This is an optimization exercise on Yosys and OpenROAD, whose aim is small area, a short achievable clock period and few clock cycles, not a production implementation. RTL that was checked went through simulation tests only; none was proved equivalent to the original.

middle:
==> flow/design.v (excerpt) <==
module cache_top (
  input  logic        Clock,
  input  logic        reset,
  input  logic        psel,
  input  logic        penable,
  input  logic        pwrite,
  input  logic [7:0]  paddr,
  input  logic [31:0] pwdata,
  output logic [31:0] prdata,
  output logic        pready,
  output logic        pslverr
);
==> flow/config.mk <==
export PLATFORM = sky130hd
export DESIGN_NAME = cache_top
export DESIGN_NICKNAME = cache_top
export VERILOG_FILES = /design/flow/design.v
export SDC_FILE = /design/flow/constraint.sdc
export NUM_CORES = 4
export LEC_CHECK = 0
export CAP_MARGIN = 20
export CORE_MARGIN = 2
export CORE_UTILIZATION = 50
export SETUP_SLACK_MARGIN = 4.6
export SLEW_MARGIN = 20
export TNS_END_PERCENT = 5
==> flow/constraint.sdc <==
create_clock -name core_clock -period 9.0 [get_ports {Clock}]
set_input_delay 1.8000 -clock core_clock [delete_from_list [all_inputs] [get_ports {Clock}]]
set_output_delay 1.8000 -clock core_clock [all_outputs]
set_load 0.01 [all_outputs]
standard.sh (not shown) runs the stock make flow with config.mk's settings and CLKGATE_MAP_FILE= SYNTH_SCRIPT=/design/flow/synth_recipe.tcl, a recipe that flattens the netlist after the stock synthesis.
==> flow/flow/run.sh <==
#!/bin/bash
# Standard layout, with two changes: the clock tree is built from larger sink
# clusters without dummy loads, and the slow 4:1 mux and 3x2-input AOI cells
# are added to the platform's don't-use list (synthesis otherwise puts them on
# the bus read-data path). make's output goes to flow_make.log; each step's
# own log is under orfs/logs.
set -euo pipefail
export CTS_ARGS="-sink_clustering_enable -repair_clock_nets -sink_clustering_size 30 -sink_clustering_max_diameter 80 -dont_use_dummy_load"
PLATFORM_DONT_USE=$(make -s -C "$FLOW_HOME" DESIGN_CONFIG="$PWD/config.mk" WORK_HOME="$PWD/orfs" print-DONT_USE_CELLS | sed -n 's/^DONT_USE_CELLS: //p')
EXTRA="sky130_fd_sc_hd__mux4_1 sky130_fd_sc_hd__mux4_2 sky130_fd_sc_hd__mux4_4 sky130_fd_sc_hd__a222oi_1"
echo "DONT_USE_CELLS: $PLATFORM_DONT_USE $EXTRA" > dont_use.log
bash standard.sh "DONT_USE_CELLS=$PLATFORM_DONT_USE $EXTRA" finish > flow_make.log 2>&1
Inputs modified between middle and west:
--- a/flow/design.v
+++ b/flow/design.v
@@ -244,21 +244,28 @@
         set_lru[s] <= new_lru;
     end
   end
   logic r_addr, r_probe, r_cnt4;
   logic [3:0] r_cnt;
   assign r_cnt4   = paddr[5];
   assign r_addr   = !paddr[5] && !paddr[4] && !paddr[3];
   assign r_probe  = !paddr[4] && paddr[3];
   assign r_cnt[0] = paddr[4] && !paddr[3] && !paddr[2];
   assign r_cnt[1] = paddr[4] && !paddr[3] && paddr[2];
   assign r_cnt[2] = paddr[4] && paddr[3] && !paddr[2];
   assign r_cnt[3] = paddr[4] && paddr[3] && paddr[2];
-  always_comb
-  begin
-    prdata = {32{r_addr}} & addr_q;
-    prdata[1:0] = prdata[1:0] | ({2{r_probe}} & lk_probe);
-    for (int i = 0; i < 4; i++)
-      prdata[15:0] = prdata[15:0] | ({16{r_cnt[i]}} & cnt[i]);
-    prdata[15:0] = prdata[15:0] | ({16{r_cnt4}} & cnt[4]);
+  logic p5, p4, p3, p2;
+  assign {p5, p4, p3, p2} = paddr[5:2];
+  always_comb
+  begin
+    prdata = '0;
+    for (int b = 0; b < 32; b++)
+      prdata[b] = addr_q[b] & !p5 & !p4 & !p3;
+    for (int b = 0; b < 16; b++)
+      prdata[b] = prdata[b] |
+                  (cnt[0][b] & p4 & !p3 & !p2) | (cnt[1][b] & p4 & !p3 & p2) |
+                  (cnt[2][b] & p4 & p3 & !p2) | (cnt[3][b] & p4 & p3 & p2) |
+                  (cnt[4][b] & p5);
+    for (int b = 0; b < 2; b++)
+      prdata[b] = prdata[b] | (lk_probe[b] & !p4 & p3);
   end
 endmodule
--- outcome ---
- Min global-route usage across middle and west: west
- The higher hold slack came out of west.
- Vias: west below middle
- Compared west vs middle, and area growth from synthesis to final layout is down in west.
- Between middle and west, detailed-route wire length on metal 1 increased.
- middle -> west: post-route cell area decreased by a few percent
Testbench counts of west, summed over its fixed seeds: cycles 17,704.
Function not checked in middle: the RTL went through the layout flow alone.

---

RTL: one of the versions met above, not the one the previous note started from.
Size in the first run: roughly 5,100 cells after synthesis, about 1,800 flip-flops, about 79 I/O pins, ~0.072 mm2 of cells after synthesis.
export LEC_CHECK = 0
export CAP_MARGIN = 20
export CORE_MARGIN = 2
export CORE_UTILIZATION = 50
export SETUP_SLACK_MARGIN = 4.4
export SLEW_MARGIN = 20
export TNS_END_PERCENT = 5
create_clock -name core_clock -period 9.0 [get_ports {Clock}]
Scripts as last shown in full above: flow/flow/run.sh
Testbench counts at the start, summed over its fixed seeds: cycles 17,704.
Change:
--- a/flow/design.v
+++ b/flow/design.v
@@ -245,27 +245,20 @@
     end
   end
   logic r_addr, r_probe, r_cnt4;
   logic [3:0] r_cnt;
   assign r_cnt4   = paddr[5];
   assign r_addr   = !paddr[5] && !paddr[4] && !paddr[3];
   assign r_probe  = !paddr[4] && paddr[3];
   assign r_cnt[0] = paddr[4] && !paddr[3] && !paddr[2];
   assign r_cnt[1] = paddr[4] && !paddr[3] && paddr[2];
   assign r_cnt[2] = paddr[4] && paddr[3] && !paddr[2];
   assign r_cnt[3] = paddr[4] && paddr[3] && paddr[2];
-  logic p5, p4, p3, p2;
-  assign {p5, p4, p3, p2} = paddr[5:2];
-  always_comb
-  begin
-    prdata = '0;
-    for (int b = 0; b < 32; b++)
-      prdata[b] = addr_q[b] & !p5 & !p4 & !p3;
-    for (int b = 0; b < 16; b++)
-      prdata[b] = prdata[b] |
-                  (cnt[0][b] & p4 & !p3 & !p2) | (cnt[1][b] & p4 & !p3 & p2) |
-                  (cnt[2][b] & p4 & p3 & !p2) | (cnt[3][b] & p4 & p3 & p2) |
-                  (cnt[4][b] & p5);
-    for (int b = 0; b < 2; b++)
-      prdata[b] = prdata[b] | (lk_probe[b] & !p4 & p3);
+  always_comb
+  begin
+    prdata = {32{r_addr}} & addr_q;
+    prdata[1:0] = prdata[1:0] | ({2{r_probe}} & lk_probe);
+    for (int i = 0; i < 4; i++)
+      prdata[15:0] = prdata[15:0] | ({16{r_cnt[i]}} & cnt[i]);
+    prdata[15:0] = prdata[15:0] | ({16{r_cnt4}} & cnt[4]);
   end
 endmodule
Sequential cell count is unchanged.
Fmax falls by about 1.9%.
First-iteration DRC count shrinks by about 0.9%.
Via count climbs by about 0.9%.
Final area rises by 1.7%.
Die area stays flat.
Setup slack got worse by 0.090 ns.
Wire length is higher by 0.39%.
For the second run of this note, only the layout was checked, not whether the RTL still works.

==> separate check: timing with driven ports <==
How much do the figures lean on ideal ports? The routed layouts below were timed once more, with nothing changed but the port constraints.
Step 1, drivers: a clkbuf_16 drives Clock and a buf_2 each remaining input, both assumed.
Step 2 adds t to the input delays and takes it off the output delays; t is the mean of the earliest and latest rising clock arrival at the registers after step 1. Input paths then give back, and output paths get back, about the clock's delay inside the block.
Slacks: no drivers / after step 1 / after step 2; pairs: no drivers / after step 1.
run | t, ns | slack for setup (ns) | slew at the worst register clock pin (ns) | worst slew at a driven data input, ns | cell pins on the clock port's net
middle | 0.804 | 4.110 / 4.046 / 3.242 | 0.12 / 0.12 | 0.41 | 1
west | 0.816 | 4.255 / 4.048 / 3.339 | 0.12 / 0.12 | 0.30 | 1
the first run of note 2 | 0.817 | 4.206 / 4.060 / 3.243 | 0.12 / 0.12 | 0.29 | 1
the second run of note 2 | 0.797 | 4.115 / 3.874 / 3.076 | 0.12 / 0.12 | 0.45 | 1
After both steps setup and hold are still met in every run listed. The setup slack of the second run of note 2, which loses most, moves by -0.241 ns with the drivers and by -1.039 ns with both steps.
